From an optimization exercise on the open Yosys and OpenROAD flow, aimed at small area, a short achievable clock period and few clock cycles; shortcuts taken in it are not production practice. Function was checked by simulation only, so behaviour that the tests miss may differ from the original. Power figures rest on the tool's default switching activity, not on a simulated workload.

`run.sh`:
```
#!/bin/bash
# synth_recipe.tcl (not shown) runs the flow's synth.tcl, then flattens the netlist and writes it again
# the make line also repeats each setting of config.mk as NAME=value (left out here)
make -C /OpenROAD-flow-scripts/flow DESIGN_CONFIG=/design/flow/config.mk WORK_HOME=/design/flow/orfs CLKGATE_MAP_FILE= SYNTH_SCRIPT=/design/flow/synth_recipe.tcl finish
```
`config.mk`:
```
export PLATFORM = sky130hd
export DESIGN_NAME = keyed_slot_table_top
export DESIGN_NICKNAME = keyed_slot_table_top
export VERILOG_FILES = /design/flow/design.v
export SDC_FILE = /design/flow/constraint.sdc
export NUM_CORES = 4
export LEC_CHECK = 0
export ABC_CLOCK_PERIOD_IN_PS = 3000
export CAP_MARGIN = 20
export CORE_MARGIN = 2
export CORE_UTILIZATION = 55
export CTS_CLUSTER_DIAMETER = 80
export CTS_CLUSTER_SIZE = 28
export SETUP_SLACK_MARGIN = 5
export SLEW_MARGIN = 20
```
`constraint.sdc`:
```
create_clock -name core_clock -period 8.0 [get_ports {clk}]
set_input_delay 1.6000 -clock core_clock [delete_from_list [all_inputs] [get_ports {clk}]]
set_output_delay 1.6000 -clock core_clock [all_outputs]
set_load 0.01 [all_outputs]
```
`design.v`:
```
package ksl_pkg;
    localparam int CAPACITY   = 32;
    localparam int FLOOR_BITS = 6;
    localparam int TIME_BITS  = 32;
    localparam int OCC_BITS   = 6;
    localparam int ADDR_BITS  = (CAPACITY > 1) ? $clog2(CAPACITY) : 1;
    localparam int IDX_BITS   = $clog2(CAPACITY + 1);
    localparam int ENTRY_BITS = FLOOR_BITS + TIME_BITS;
    localparam int RESULT_BITS  = 2 + TIME_BITS + OCC_BITS + OCC_BITS + 1;
    localparam logic [OCC_BITS-1:0] SLOTS_RESET = OCC_BITS'(32);
    typedef enum logic {
        CMD_ADD    = 1'b0,
        CMD_REMOVE = 1'b1
    } command_t;
    typedef enum logic [1:0] {
        STAT_ADDED   = 2'd0,
        STAT_FULL    = 2'd1,
        STAT_REMOVED = 2'd2,
        STAT_DONE    = 2'd3
    } status_t;
    typedef struct packed {
        status_t               status;
        logic [TIME_BITS-1:0]  removed_time;
        logic [OCC_BITS-1:0]   occupancy;
        logic [OCC_BITS-1:0]   removed_count;
        logic                  last;
    } result_t;
endpackage
module ksl_ram #(
    parameter int DEPTH = 32,
    parameter int WIDTH = 38,
    parameter int GROUP = 8
) (
    input  logic                   clk,
    input  logic [DEPTH-1:0]       wr_en,
    input  logic [WIDTH-1:0]       wr_data,
    input  logic [DEPTH-1:0]       rd_local,    
    input  logic [DEPTH/GROUP-1:0] rd_group,    
    output logic [WIDTH-1:0]       rd_data,
    output logic [DEPTH*WIDTH-1:0] words_o
);
    localparam int NG = DEPTH / GROUP;
    logic [WIDTH-1:0] mem [DEPTH];
    logic [WIDTH-1:0] grp_data [NG];
    always_ff @(posedge clk)
    begin
        for (int i = 0; i < DEPTH; i++)
        begin
            if (wr_en[i])
            begin
                mem[i] <= wr_data;
            end
        end
    end
    always_comb
    begin
        for (int g = 0; g < NG; g++)
        begin
            grp_data[g] = '0;
            for (int j = 0; j < GROUP; j++)
            begin
                grp_data[g] = grp_data[g] | (mem[g*GROUP+j] & {WIDTH{rd_local[g*GROUP+j]}});
            end
        end
        rd_data = '0;
        for (int g = 0; g < NG; g++)
        begin
            rd_data = rd_data | (grp_data[g] & {WIDTH{rd_group[g]}});
        end
    end
    genvar w;
    generate
        for (w = 0; w < DEPTH; w++)
        begin : g_words
            assign words_o[w*WIDTH +: WIDTH] = mem[w];
        end
    endgenerate
endmodule
import ksl_pkg::*;
module ksl_ctrl
(
    input  logic                      clk,
    input  logic                      rst_n,
    input  logic [CAPACITY-1:0]       slot_mask,
    input  logic                      in_valid,
    output logic                      in_stall,
    input  logic                      command,
    input  logic [FLOOR_BITS-1:0]     key_floor,
    input  logic [TIME_BITS-1:0]      entry_time,
    input  logic [CAPACITY*FLOOR_BITS-1:0] keys,
    output logic [CAPACITY-1:0]       wr_en,
    output logic [FLOOR_BITS-1:0]     wr_key,
    output logic [TIME_BITS-1:0]      wr_time,
    output logic [CAPACITY-1:0]       rd_local,
    output logic [CAPACITY/8-1:0]     rd_group,
    input  logic [TIME_BITS-1:0]      rd_time,
    output logic                      out_valid,
    input  logic                      out_stall,
    output logic [RESULT_BITS-1:0]    result_o
);
    localparam int GROUP = 8;
    localparam int NG    = CAPACITY / GROUP;
    logic                  av_reg;
    logic                  acmd_reg;
    logic [FLOOR_BITS-1:0] akey_reg;
    logic [TIME_BITS-1:0]  atime_reg;
    logic                  rv_reg;        
    logic                  rcmd_reg;      
    logic                  rfull_reg;     
    logic [CAPACITY-1:0]   match_reg;     
    logic [OCC_BITS-1:0]   rcnt_reg;      
    logic [CAPACITY/8-1:0] grp_reg;       
    logic [CAPACITY-1:0]   valid_reg;
    logic [OCC_BITS-1:0]   count_reg;
    logic                  stall_reg;
    logic                  ov_reg;
    ksl_pkg::result_t      res_reg;
    logic                  kv_reg;
    logic [1:0]            k_status_reg;
    logic [OCC_BITS-1:0]   k_occ_reg;
    logic [OCC_BITS-1:0]   k_rc_reg;
    logic [CAPACITY-1:0]   free_vec, free_1h, cand;
    logic [CAPACITY-1:0]   loc_1h, pick_1h;
    logic                  any_free, match_any, match_multi;
    assign free_vec = ~valid_reg & slot_mask;
    always_comb
    begin
        for (int i = 0; i < CAPACITY; i++)
        begin
            free_1h[i] = free_vec[i];
            for (int j = 0; j < i; j++)
            begin
                free_1h[i] = free_1h[i] & ~free_vec[j];
            end
        end
    end
    logic [CAPACITY-1:0]   match_rest;
    logic [NG-1:0]         grp_cand, grp_rest, grp_cand_1h, grp_rest_1h;
    always_comb
    begin
        for (int g = 0; g < NG; g++)
        begin
            for (int j = 0; j < GROUP; j++)
            begin
                loc_1h[g*GROUP+j] = match_reg[g*GROUP+j];
                for (int k = 0; k < j; k++)
                begin
                    loc_1h[g*GROUP+j] = loc_1h[g*GROUP+j] & ~match_reg[g*GROUP+k];
                end
            end
        end
        for (int i = 0; i < CAPACITY; i++)
        begin
            pick_1h[i] = loc_1h[i] & grp_reg[i/GROUP];
        end
        match_rest = match_reg & ~pick_1h;
        for (int g = 0; g < NG; g++)
        begin
            grp_cand[g] = |cand[g*GROUP +: GROUP];
            grp_rest[g] = |match_rest[g*GROUP +: GROUP];
        end
        for (int g = 0; g < NG; g++)
        begin
            grp_cand_1h[g] = grp_cand[g];
            grp_rest_1h[g] = grp_rest[g];
            for (int h = 0; h < g; h++)
            begin
                grp_cand_1h[g] = grp_cand_1h[g] & ~grp_cand[h];
                grp_rest_1h[g] = grp_rest_1h[g] & ~grp_rest[h];
            end
        end
    end
    assign any_free    = |free_vec;
    assign match_any   = |grp_reg;
    assign match_multi = |grp_rest;
    always_comb
    begin
        for (int i = 0; i < CAPACITY; i++)
        begin
            cand[i] = valid_reg[i] & slot_mask[i]
                      & (keys[i*FLOOR_BITS +: FLOOR_BITS] == akey_reg);
        end
    end
    logic                  out_free;
    logic                  accept, issue, issue_add, complete, removal;
    logic                  kv_next, av_next, rv_next, more_next;
    logic [OCC_BITS-1:0]   count_inc, count_dec;
    ksl_pkg::result_t      core_res;
    assign out_free  = !ov_reg || !out_stall;
    assign accept    = in_valid && !stall_reg;
    assign complete  = rv_reg && !kv_reg && !match_any;
    assign removal   = rv_reg && !kv_reg && match_any && out_free;
    assign issue     = av_reg && (!rv_reg || complete);
    assign issue_add = issue && !acmd_reg && any_free;
    assign wr_en    = ~valid_reg;
    assign wr_key   = akey_reg;
    assign wr_time  = atime_reg;
    assign rd_local = loc_1h;
    assign rd_group = grp_reg;
    assign count_inc = count_reg + 1'b1;
    assign count_dec = count_reg - 1'b1;
    always_comb
    begin
        core_res.status        = ksl_pkg::status_t'({rcmd_reg, rcmd_reg ? !match_any : rfull_reg});
        core_res.removed_time  = rd_time;
        core_res.occupancy     = match_any ? count_dec : count_reg;
        core_res.removed_count = match_any ? '0 : rcnt_reg;
        core_res.last          = !match_any;
    end
    assign kv_next   = !out_free && (kv_reg || complete);
    assign av_next   = accept || (av_reg && !issue);
    assign rv_next   = issue || (rv_reg && !complete);
    assign more_next = issue ? (acmd_reg && |grp_cand)
                             : (removal ? match_multi : match_any);
    always_ff @(posedge clk or negedge rst_n)
    begin
        if (!rst_n)
        begin
            av_reg    <= 1'b0;
            rv_reg    <= 1'b0;
            valid_reg <= '0;
            count_reg <= '0;
            stall_reg <= 1'b0;
            ov_reg    <= 1'b0;
            kv_reg    <= 1'b0;
        end
        else
        begin
            av_reg    <= av_next;
            rv_reg    <= rv_next;
            valid_reg <= (valid_reg | (issue_add ? free_1h : '0)) & ~(removal ? pick_1h : '0);
            if (issue_add)
            begin
                count_reg <= count_inc;
            end
            else if (removal)
            begin
                count_reg <= count_dec;
            end
            stall_reg <= av_next && rv_next && (kv_next || more_next);
            if (out_free)
            begin
                ov_reg <= kv_reg || rv_reg;
            end
            kv_reg    <= kv_next;
        end
    end
    always_ff @(posedge clk)
    begin
        if (!stall_reg)
        begin
            acmd_reg  <= command;
            akey_reg  <= key_floor;
            atime_reg <= entry_time;
        end
        if (issue)
        begin
            rcmd_reg  <= acmd_reg;
            rfull_reg <= !any_free;
            match_reg <= acmd_reg ? cand : '0;
            grp_reg   <= acmd_reg ? grp_cand_1h : '0;
            rcnt_reg  <= '0;
        end
        else if (removal)
        begin
            match_reg <= match_rest;
            grp_reg   <= grp_rest_1h;
            rcnt_reg  <= rcnt_reg + 1'b1;
        end
        if (out_free)
        begin
            if (kv_reg)
            begin
                res_reg.status        <= ksl_pkg::status_t'(k_status_reg);
                res_reg.removed_time  <= '0;
                res_reg.occupancy     <= k_occ_reg;
                res_reg.removed_count <= k_rc_reg;
                res_reg.last          <= 1'b1;
            end
            else
            begin
                res_reg <= core_res;
            end
        end
        if (!kv_reg)
        begin
            k_status_reg <= core_res.status;
            k_occ_reg    <= core_res.occupancy;
            k_rc_reg     <= core_res.removed_count;
        end
    end
    assign in_stall  = stall_reg;
    assign out_valid = ov_reg;
    assign result_o  = res_reg;
endmodule
import ksl_pkg::*;
module keyed_slot_table_top
(
    input  logic                  clk,
    input  logic                  rst_n,
    input  logic                  in_valid,
    output logic                  in_stall,
    input  logic                  command,
    input  logic [FLOOR_BITS-1:0] key_floor,
    input  logic [TIME_BITS-1:0]  entry_time,
    output logic                  out_valid,
    input  logic                  out_stall,
    output logic [1:0]            status,
    output logic [TIME_BITS-1:0]  removed_time,
    output logic [OCC_BITS-1:0]   occupancy,
    output logic [OCC_BITS-1:0]   removed_count,
    output logic                  last,
    input  logic                  cfg_valid,
    output logic                  cfg_ready,
    input  logic [OCC_BITS-1:0]   cfg_data
);
    logic [OCC_BITS-1:0]            slots_reg;
    logic [CAPACITY-1:0]            slot_mask;
    logic [CAPACITY-1:0]            wr_en;
    logic [CAPACITY-1:0]            rd_local;
    logic [CAPACITY/8-1:0]          rd_group;
    logic [FLOOR_BITS-1:0]          wr_key;
    logic [TIME_BITS-1:0]           wr_time;
    logic [TIME_BITS-1:0]           rd_time;
    logic [CAPACITY*FLOOR_BITS-1:0] keys;
    logic [FLOOR_BITS-1:0]          key_rd_unused;
    logic [CAPACITY*TIME_BITS-1:0]  times_unused;
    ksl_pkg::result_t               result;
    assign cfg_ready = 1'b1;
    always_ff @(posedge clk or negedge rst_n)
    begin
        if (!rst_n)
        begin
            slots_reg <= SLOTS_RESET;
        end
        else if (cfg_valid && cfg_ready)
        begin
            slots_reg <= cfg_data;
        end
    end
    always_comb
    begin
        for (int i = 0; i < CAPACITY; i++)
        begin
            slot_mask[i] = (slots_reg > OCC_BITS'(i));
        end
    end
    ksl_ram #(
        .DEPTH (CAPACITY),
        .WIDTH (FLOOR_BITS)
    ) u_keys (
        .clk     (clk),
        .wr_en   (wr_en),
        .wr_data  (wr_key),
        .rd_local ('0),
        .rd_group ('0),
        .rd_data (key_rd_unused),
        .words_o (keys)
    );
    ksl_ram #(
        .DEPTH (CAPACITY),
        .WIDTH (TIME_BITS)
    ) u_times (
        .clk     (clk),
        .wr_en   (wr_en),
        .wr_data  (wr_time),
        .rd_local (rd_local),
        .rd_group (rd_group),
        .rd_data (rd_time),
        .words_o (times_unused)
    );
    ksl_ctrl u_ctrl (
        .clk       (clk),
        .rst_n     (rst_n),
        .slot_mask (slot_mask),
        .in_valid  (in_valid),
        .in_stall  (in_stall),
        .command   (command),
        .key_floor (key_floor),
        .entry_time(entry_time),
        .keys      (keys),
        .wr_en     (wr_en),
        .wr_key    (wr_key),
        .wr_time   (wr_time),
        .rd_local  (rd_local),
        .rd_group  (rd_group),
        .rd_time   (rd_time),
        .out_valid (out_valid),
        .out_stall (out_stall),
        .result_o  (result)
    );
    assign status        = result.status;
    assign removed_time  = result.removed_time;
    assign occupancy     = result.occupancy;
    assign removed_count = result.removed_count;
    assign last          = result.last;
endmodule
```
==> run notes, run 1 <==
critical path cell sequence=buf_2; cell taking the most area after synthesis=edfxtp_1; vias in the first global route=29600; CTS tree=yes; Sum Neg Setup Slack=0 ps; Remaining DRCs=0; Synth Cell Area=53900 sq um; H-tree depth=2; top sig layer=met4; Syn Nets=3431; Final period util=38.1%; Area Growth Syn to Fin=9.53%; synthesized instance count=3378; CP max FO=1; CP max stage delay=540 ps; run status=no timing/DRC/antenna violations; final cell count without fillers=between 4000 and 5000; CTS root buf=clkbuf_16; fin crit period=3040 ps; Synth top cells by count=edfxtp_1 (1340), nand2_1 (334), clkbuf_1 (187); CTS buffer count=58; slowest CP cell=edfxtp_1; worst hold path type=reg2reg; Die H=317 um; DRT Pass-1 Iters=10; Hold-fix buffers, CTS=0; cell family with the largest share of critical-path delay=flip-flops; final WL=133000 um; final hold vios=0; Buf+Inv Stages, Crit Path=1; R2R setup slack=a little over 5000 ps; total grt overflow=0; sequential area share after synthesis=between 70% and 80%; Worst Skew=22.8 ps; Synth area leaders=edfxtp_1 (75%), a22oi_1 (2.5%), xnor2_1 (2.4%), nand2_1 (2.3%), dfrtp_1 (2.2%); critical path arrival=1440 ps; Max-slew headroom=28.6%; Initial Utilization=a little under three fifths; drt initial violations=between 4000 and 5000; Peak supply drop=0.000243 V; Leak Pwr=0.0201 uW; fraction of layout cells with a size suffix above 1=just under 9%; Critical R2R Launch=u_ctrl.match_reg[0]$_DFFE_PP_; Unique masters post-synth=a little under 90; WL met1=56200 um; worst slew pin tran=1070 ps; Avg WL per Cell=27.9 um; CP endpoint kind=output port; hold wc startpoint=u_ctrl.k_occ_reg[5]$_DFF_P_; Async SR Flop Fraction=between 3 and 4%; count leader, synth=edfxtp_1; largest net degree at the start of global routing=72; Longest Clk Path Bufs=3; top cell type's share of synthesized area=74.7%; Final #Nets=roughly 3500; initial antenna violation count=0; # rows=114; area of the die=101000 sq um; Final ANT Viol Nets=0; GP Congestion=0.852; Max-Cap Viols=0; Critical Path Start Type=flop; global-route wire length before repair=between 150000 and 200000 um; r2r endpoint=u_ctrl.res_reg[39]$_SDFFCE_PP0N_; Placed Cells incl. Taps=4605; clock transition at the registers of the reported paths=100 ps; Port-buffer cells=98; Post-synth EDFFs=1340; met2 wire len=~63000 um; vias=about 30000; wire length on met3=about 11000 um; Hold EP=u_ctrl.k_occ_reg[5]$_DFF_P_; Skew-Pair Late Insertion Delay=710 ps; RSZ-0062 raised after global routing=yes; endpoints failing setup=0; Synth Warn #=8; fill cell count=roughly 7000; Pwr Total=roughly 21000 uW; Hold Path Cell Cnt=2; fin. max-slew vios=0; # IOs=100; core area=approximately 97000 sq um; max reg flops=between 1000 and 1500; #FFs+latches synth=between 1000 and 1500; Total GRT Usage=25.8%; Syn Area/Cell=16.0 sq um; pwr dens=355 nW/um^2; critical path class=reg2out; Crit path required time=around 6400 ps; clk sink count=1409; Reg2Reg Depth=7; area of the multi-input gates=between 10000 and 15000 sq um; DPL Wire Length=75900 um; Register Area=41900 sq um; Die Width=around 320 um; Fmax=about 330 MHz; Synth Flop Type=edfxtp_1; Vias/cell=6.45
[repair_timing]
item / in CTS / in global routing
cloned: 0 / 6
gates resized for setup: 179 / 55
pin swaps: 3 / 14
endpoints found under the setup margin: 169 / 112
buffers inserted: 12 / 14
[per-layer routing]
layer / global-route usage, % / up-vias
met2: 41.7 / 1401
met3: 3.78 / 181
met1: 37.8 / 15600
li1: - / 13500
met5: 0 / -
met4: 5.82 / 0
[power by group]
part	total, uW	internal [uW]	leakage [uW]	switching, uW
combinational	5470	1830	0.00465	3640
clock	3590	1420	0.000815	2170
sequential	11900	10900	0.0146	975
total	20900	14200	0.0201	6780
[worst max-delay path by stage]
stage | startpoint | end | slack, ps | depth (start not counted)
finish | u_ctrl.res_reg[41]$_SDFFCE_PP0N_ | removed_time[28] | 4960 | 1
global placement | out_stall | u_ctrl.rcnt_reg[5]$_SDFFE_PP0P_ | 4020 | 6
floorplan | out_stall | u_ctrl.grp_reg[0]$_DFFE_PP_ | 5040 | 5
global route | u_ctrl.match_reg[0]$_DFFE_PP_ | u_ctrl.res_reg[19]$_SDFFCE_PP0N_ | 4910 | 7
CTS | u_ctrl.res_reg[41]$_SDFFCE_PP0N_ | removed_time[28] | 4910 | 1
detailed placement | out_stall | u_ctrl.rcnt_reg[5]$_SDFFE_PP0P_ | 3990 | 6
[cells in the final DEF, fill, tap and decap left out, drive strengths merged, types with 44 or more instances in the layout]
cell type / instances
clkdlybuf4s50: 48
xor2: 61
a22oi: 183
dfrtp: 48
nand3: 78
a21oi: 137
edfxtp: 1340
xnor2: 145
a222oi: 96
a221oi: 132
nand2: 336
inv: 44
o21ai: 185
buf: 148
clkbuf: 79
[final cells by class]
cell class / instances / share of cell area (%)
sequential: 1409 / 70.9
multi-input combinational: 1705 / 19.2
timing repair buffer: 233 / 3.98
tap: 1276 / 2.70
clock buffer: 75 / 2.62
inverter: 46 / 0.292
clock inverter: 10 / 0.218
antenna: 2 / 0.00848
[cells by family (layout without fill, tap and decap cells)]
group	Yosys count	in the layout	share of synthesized area [%]
flops	1409	1409	77.7
compound gates	849	849	11.3
simple gates	632	637	5.48
buf+inv	269	364	1.95
xor+xnor	206	206	3.35
mux	7	7	0.144
fa+ha+maj	5	5	0.107
other cells	1	3	0.00696
[metrics by stage]
stage	instance area (sq um)	setup WS [ps]	util [%]	hold slack [ps]
2_1_floorplan	53900	5040	-	431
3_3_place_gp	56200	4020	58.1	451
3_5_place_dp	56300	3990	58.1	456
4_1_cts	58100	4910	60.0	482
5_1_grt	59000	4910	61.0	507
6_report	59000	4960	61.0	481
Testbench counts, summed over its fixed seeds: cycles 5,727.
==> run 2: changes to the inputs <==
--- a/config.mk
+++ b/config.mk
@@ -12,4 +12,5 @@
 export CTS_CLUSTER_DIAMETER = 80
 export CTS_CLUSTER_SIZE = 28
+export PLACE_DENSITY = 0.75
 export SETUP_SLACK_MARGIN = 5
 export SLEW_MARGIN = 20
==> run 2 against run 1 <==
Still clean; clock skew rose by 20 ps; sequential cell count did not move; register-to-register slack got worse by 30 ps; clock power fell by 2%; sequential share of layout area rose by 0.40 points; via count fell by 0.66%; non-clock buffer count fell by 8; die area did not move; power fell by 1.4%; hold slack got worse by 7.4 ps; clock-buffer cell count fell by 3; cell count fell by 0.40%.
==> run notes, run 2 <==
run status=no timing/DRC/antenna violations; CP max stage delay=540 ps; DPL Wire Length=70700 um; synthesized instance count=3378; core area=just under 100000 sq um; Avg WL per Cell=25.5 um; final WL=121000 um; drt initial violations=4577; sequential area share after synthesis=between 70 and 80%; Crit path required time=about 6400 ps; Vias/cell=approximately 6.4; Skew-Pair Late Insertion Delay=720 ps; Syn Nets=about 3400; Fmax=~330 MHz; cell taking the most area after synthesis=edfxtp_1; global-route wire length before repair=180000 um; total grt overflow=0; fraction of layout cells with a size suffix above 1=under 10%; pwr dens=352 nW/um^2; final worst slack=4960 ps; Async SR Flop Fraction=3.48%; Post-synth EDFFs=1340; Sum Neg Setup Slack=0 ps; Synth area leaders=edfxtp_1 (75%), a22oi_1 (2.5%), xnor2_1 (2.4%), nand2_1 (2.3%), dfrtp_1 (2.2%); Buf+Inv Stages, Crit Path=1; CTS root buf=clkbuf_16; Die Width=317 um; Worst Skew=42.7 ps; Synth top cells by count=edfxtp_1 (1340), nand2_1 (334), clkbuf_1 (187); Area Growth Syn to Fin=8.93%; largest net degree at the start of global routing=72; Final ANT Viol Nets=0; # IOs=100; DRT Pass-1 Iters=7; pre-CTS setup slack=4120 ps; Critical Path Start Type=flop; # rows=approximately 110; Port-buffer cells=a little under 100; clk sink count=between 1000 and 1500; Total GRT Usage=23.9%; count leader, synth=edfxtp_1; Max-slew headroom=23.0%; vias in the first global route=29300; Max-Cap Viols=0; cell family with the largest share of critical-path delay=flip-flops; fin. max-slew vios=0; worst hold path type=reg2reg; CP max FO=1; critical path arrival=1440 ps; vias=30500; initial antenna violation count=0; Synth Cell Area=53900 sq um; worst slew pin tran=roughly 1200 ps; CP endpoint kind=output port; critical path cell sequence=buf_2; clock transition at the registers of the reported paths=100 ps; H-tree depth=2; RSZ-0062 raised after global routing=yes; GP Congestion=0.891; CTS buffer count=57; most frequent cells in the layout=edfxtp_1 (1340), nand2_1 (331), o21ai_0 (182), a22oi_1 (182), xnor2_1 (145); Hold-fix buffers, CTS=0; Die H=317 um; Leak Pwr=0.0199 uW; fin crit period=between 3000 and 4000 ps; Peak supply drop=0.000218 V; CTS tree=yes; diodes inserted=0; endpoints failing setup=0; Unique masters post-synth=87; top cell type's share of synthesized area=74.7%; max reg flops=approximately 1000; critical path class=reg2out; #FFs+latches synth=1409; Synth Flop Type=edfxtp_1; most common cell after layout, fill and taps aside=edfxtp_1; slowest CP cell=edfxtp_1; Final period util=38.0%; final hold vios=0; Longest Clk Path Bufs=3; Remaining DRCs=0; Final #Nets=3492; Initial Utilization=roughly 56%; area of the die=101000 sq um; Synth Warn #=8; Syn Area/Cell=roughly 16 sq um
run 2: cell counts after synthesis:
Identical to the previous run, type by type.
run 2: power by group:
group / total, uW / internal, uW / switching [uW]
clock network: 3520 / 1410 / 2110
logic: 5170 / 1760 / 3410
registers: 12000 / 10900 / 1030
total: 20600 / 14100 / 6550
run 2: stage by stage:
step	utilization [%]	power, uW	hold WS [ps]	cell area, sq um	cells
floorplan	-	14900	431	53900	3378
global placement	58.1	16900	436	56300	4608
detailed placement	58.1	17100	453	56300	4608
CTS	60.0	20500	477	58100	4703
global route	60.6	21600	510	58700	4737
finish	60.6	20600	473	58700	4737
run 2: final cells by class:
cell class / instances / area, sq um
Clock inverter: 9 / 178
Tap cell: 1276 / 1600
Clock buffer: 72 / 1490
Multi-Input combinational cell: 1700 / 11200
Fill cell: 6820 / 38100
Sequential cell: 1409 / 41900
Timing Repair Buffer: 225 / 2150
Inverter: 46 / 173
run 2: logic make-up (layout without fill, tap and decap cells):
group                    Yosys count  count (layout)  synth area share, %
AO/OA/AOI/OAI                    849             849                 11.3
AND/OR/NAND/NOR                  632             632                 5.48
multiplexers                       7               7                0.144
adder cells (fa/ha/maj)            5               5                0.107
flip-flops                      1409            1409                 77.7
buffers and inverters            269             352                 1.95
XOR/XNOR                         206             206                 3.35
other                              1               1              0.00696
run 2: worst min-delay path, stage by stage (launching register included):
cell and delay [ps]:
dfxtp_1 320, nand2_1 40, o21ai_0 80
run 2: path summary, 6_finish.rpt:
| kind | from | endpoint | slack [ps] | depth (start not counted) |
|---|---|---|---|---|
| worst max-delay path | u_ctrl.res_reg[41]$_SDFFCE_PP0N_ | removed_time[28] | 4960 | 1 |
| worst max register to register | slots_reg[2]$_DFFE_PN0P_ | u_ctrl.valid_reg[18]$_DFF_PN0_ | 5020 | 11 |
| worst min register to register | u_ctrl.k_occ_reg[2]$_DFF_P_ | u_ctrl.k_occ_reg[2]$_DFF_P_ | 470 | 2 |
| max in group asynchronous | rst_n | u_ctrl.kv_reg$_DFF_PN0_ | 6410 | 2 |
| min in group asynchronous | rst_n | u_ctrl.valid_reg[28]$_DFF_PN0_ | 1020 | 2 |
| worst min-delay path | u_ctrl.k_occ_reg[2]$_DFF_P_ | u_ctrl.k_occ_reg[2]$_DFF_P_ | 470 | 2 |
run 2: per-layer routing:
metal / global-route usage [%] / up-vias / share of wire (%)
met5: 0 / - / 0
met4: 5.81 / 0 / 1.7
met3: 3.54 / 141 / 9.4
met2: 39.3 / 1545 / 49
met1: 33.9 / 15400 / 40
li1: - / 13400 / -
run 2: what timing repair did:
action	in CTS	in global routing
resized for setup	144	59
setup buffers	14	11
endpoints found under the setup margin	184	124
pin swaps	3	11
==> run 3: changes to the inputs <==
--- a/config.mk
+++ b/config.mk
@@ -10,6 +10,6 @@
 export CORE_MARGIN = 2
 export CORE_UTILIZATION = 55
-export CTS_CLUSTER_DIAMETER = 80
-export CTS_CLUSTER_SIZE = 28
+export CTS_CLUSTER_DIAMETER = 70
+export CTS_CLUSTER_SIZE = 30
 export PLACE_DENSITY = 0.75
 export SETUP_SLACK_MARGIN = 5
==> run 3 against run 2 <==
Largest cell class unchanged; first-iteration DRC count is 2.5% lower; highest routed layer unchanged; largest power group unchanged; combinational power hardly changed; clock power is 2% higher; maximum frequency is 0.17% higher; cell count is 0.21% higher; clock-buffer cell count is 1 lower; critical path depth stayed put; synthesized area stayed put.
==> run notes, run 3 <==
run status=no timing/DRC/antenna violations; R2R setup slack=~5000 ps; final worst slack=4970 ps; Vias/cell=6.41; count leader, synth=edfxtp_1; Worst Skew=between 30 and 40 ps; endpoints failing setup=0; final hold vios=0; most common cell after layout, fill and taps aside=edfxtp_1; Die Width=~320 um; vias in the first global route=29400; worst slew pin tran=roughly 1100 ps; Hold EP=u_ctrl.k_occ_reg[2]$_DFF_P_; hold wc startpoint=u_ctrl.k_occ_reg[2]$_DFF_P_; Syn Area/Cell=between 15 and 20 sq um; #FFs+latches synth=1409; H-tree depth=2; Max-slew headroom=23.9%; top cell type's share of synthesized area=74.7%; critical path cell sequence=buf_2; Synth Warn #=8; CP max stage delay=~540 ps; CP endpoint kind=output port; core area=96900 sq um; Max-Cap Viols=0; fin. max-slew vios=0; global-route wire length before repair=~180000 um; Port-buffer cells=98; initial antenna violation count=3; cell family with the largest share of critical-path delay=flip-flops; Post-synth EDFFs=around 1300; Placed Area=56300 sq um; Async SR Flop Fraction=3.48%; critical path class=reg2out; CP max FO=1; Crit path required time=6400 ps; # IOs=100; Critical R2R Launch=slots_reg[2]$_DFFE_PN0P_; Area Growth Syn to Fin=9.13%; total grt overflow=0; Synth Flop Type=edfxtp_1; critical path arrival=1430 ps; # rows=114; final WL=121000 um; Unique masters post-synth=87; fraction of layout cells with a size suffix above 1=8.65%; Critical Path Start Type=flop; slowest CP cell=edfxtp_1; Skew-Pair Late Insertion Delay=690 ps; Synth top cells by count=edfxtp_1 (1340), nand2_1 (334), clkbuf_1 (187); pwr dens=roughly 350 nW/um^2; worst hold path type=reg2reg; area of the die=101000 sq um; Final period util=between 30% and 40%; Total GRT Usage=23.8%; post-route cell area=58800 sq um; Remaining DRCs=0; DRT Pass-1 Iters=7; most frequent cells in the layout=edfxtp_1 (1340), nand2_1 (332), o21ai_0 (182), a22oi_1 (182), xnor2_1 (145); Syn Nets=about 3400; drt initial violations=4461; CTS root buf=clkbuf_16; Leak Pwr=0.0200 uW; GP Congestion=roughly 0.89; Longest Clk Path Bufs=3; Initial Utilization=55.7%; Pwr Total=20700 uW; Final #Nets=3493; RSZ-0062 raised after global routing=yes; pre-CTS setup slack=4120 ps; CTS tree=yes; CTS buffer count=57; Avg WL per Cell=25.6 um; Hold Path Cell Cnt=2; clock transition at the registers of the reported paths=110 ps; Peak supply drop=0.000200 V; cell taking the most area after synthesis=edfxtp_1; Die H=317 um; max reg flops=1024; vias=30400; Final ANT Viol Nets=0; clk sink count=1409; synthesized instance count=about 3400; largest net degree at the start of global routing=between 70 and 80; sequential area share after synthesis=77.7%; Fmax=330 MHz; r2r endpoint=u_ctrl.count_reg[2]$_DFFE_PN0P_; Synth area leaders=edfxtp_1 (75%), a22oi_1 (2.5%), xnor2_1 (2.4%), nand2_1 (2.3%), dfrtp_1 (2.2%); Synth Cell Area=53900 sq um; DPL Wire Length=approximately 70000 um; Buf+Inv Stages, Crit Path=1; Sum Neg Setup Slack=0 ps; Reg2Reg Depth=9; fin crit period=just over 3000 ps
==> run 3: layer usage <==
metal | wire [um] | track usage, % | vias to the layer above | part of all wire (%)
li1 | - | - | 13500 | -
met1 | 48900 | 34.1 | 15400 | 40
met2 | 59100 | 39.0 | 1464 | 49
met3 | 10900 | 3.28 | 173 | 9.0
met4 | 2450 | 6.13 | 0 | 2.0
met5 | 0 | 0 | - | 0
==> run 3: final cells by class <==
cell class	instances	area, sq um
antenna	1	2.50
multi-input combinational	1700	11200
sequential	1409	41900
clock buffer	71	1510
timing repair buffer	226	2170
tap	1276	1600
inverter	46	173
clock inverter	18	245
fill	6814	38000
==> run 3: cells by family (layout without fill, tap and decap cells) <==
family | count (synthesis) | in the layout | synth area share (%)
multiplexers | 7 | 7 | 0.144
AO/OA/AOI/OAI | 849 | 849 | 11.3
other | 1 | 2 | 0.00696
flip-flops | 1409 | 1409 | 77.7
adder cells (fa/ha/maj) | 5 | 5 | 0.107
buffers and inverters | 269 | 361 | 1.95
XOR/XNOR | 206 | 206 | 3.35
AND/OR/NAND/NOR | 632 | 632 | 5.48
==> run 3: how the worst max path moves through the flow <==
| stage | depth (start not counted) | end | slack, ps | from |
|---|---|---|---|---|
| detailed placement | 6 | u_ctrl.rcnt_reg[5]$_SDFFE_PP0P_ | 4120 | out_stall |
| global route | 9 | u_ctrl.stall_reg$_DFF_PN0_ | 4900 | u_ctrl.akey_reg[4]$_DFFE_PN_ |
| CTS | 9 | u_ctrl.stall_reg$_DFF_PN0_ | 4820 | u_ctrl.akey_reg[4]$_DFFE_PN_ |
| global placement | 6 | u_ctrl.rcnt_reg[5]$_SDFFE_PP0P_ | 4090 | out_stall |
| finish | 1 | removed_time[20] | 4970 | u_ctrl.res_reg[33]$_SDFFCE_PP0N_ |
| floorplan | 5 | u_ctrl.grp_reg[0]$_DFFE_PP_ | 5040 | out_stall |
==> run 3: power breakdown <==
| group | switching [uW] | internal (uW) |
|---|---|---|
| combinational | 3430 | 1770 |
| clock | 2180 | 1430 |
| sequential | 1020 | 10900 |
==> run 3: stage by stage <==
step | hold slack, ps | util (%) | cells
6_report | 473 | 60.7 | 4747
3_3_place_gp | 436 | 58.1 | 4608
4_1_cts | 479 | 60.0 | 4710
5_1_grt | 510 | 60.7 | 4746
3_5_place_dp | 453 | 58.1 | 4608
2_1_floorplan | 431 | - | 3378
==> run 3: what timing repair did <==
| action | 4_1_cts | 5_1_grt |
|---|---|---|
| buffers inserted | 13 | 12 |
| pin swaps | 4 | 10 |
| setup endpoints to repair | 183 | 126 |
| hold buffers | 0 | 0 |
| gates resized for setup | 140 | 61 |
| cloned | 0 | 0 |
==> run 3: worst register-to-register path, stage by stage, from the launching register on <==
cell and delay (ps):
dfrtp_2 460, buf_6 150, or4_4 580, nor3_4 230
o2111ai_2 180, nor3_1 360, nand4_1 310, buf_4 250
a32o_1 250, xor2_1 140

-- re-timing with driven ports --
No port has a modelled driver above. Below, the same layouts with a new extraction and two added sets of constraints.
Step 1, drivers: a clkbuf_16 drives clk and a buf_2 each remaining input, both assumed.
Step 2 adds t to the input delays and takes it off the output delays; t is the mean of the earliest and latest rising clock arrival at the registers after step 1. Input paths then give back, and output paths get back, about the clock's delay inside the block.
Three values: no drivers, after step 1, after step 2; two values: the first two.
run	t (ns)	setup slack, ns	hold WS [ns]
run 1	0.770	4.956 / 4.881 / 4.363	0.481 / 0.481 / 0.481
run 2	0.760	4.963 / 4.897 / 4.322	0.473 / 0.473 / 0.473
run 3	0.749	4.968 / 4.900 / 4.358	0.473 / 0.473 / 0.473
After both steps setup and hold are still met in every run listed. The setup slack of run 2, which loses most, moves by -0.066 ns with the drivers and by -0.641 ns with both steps.
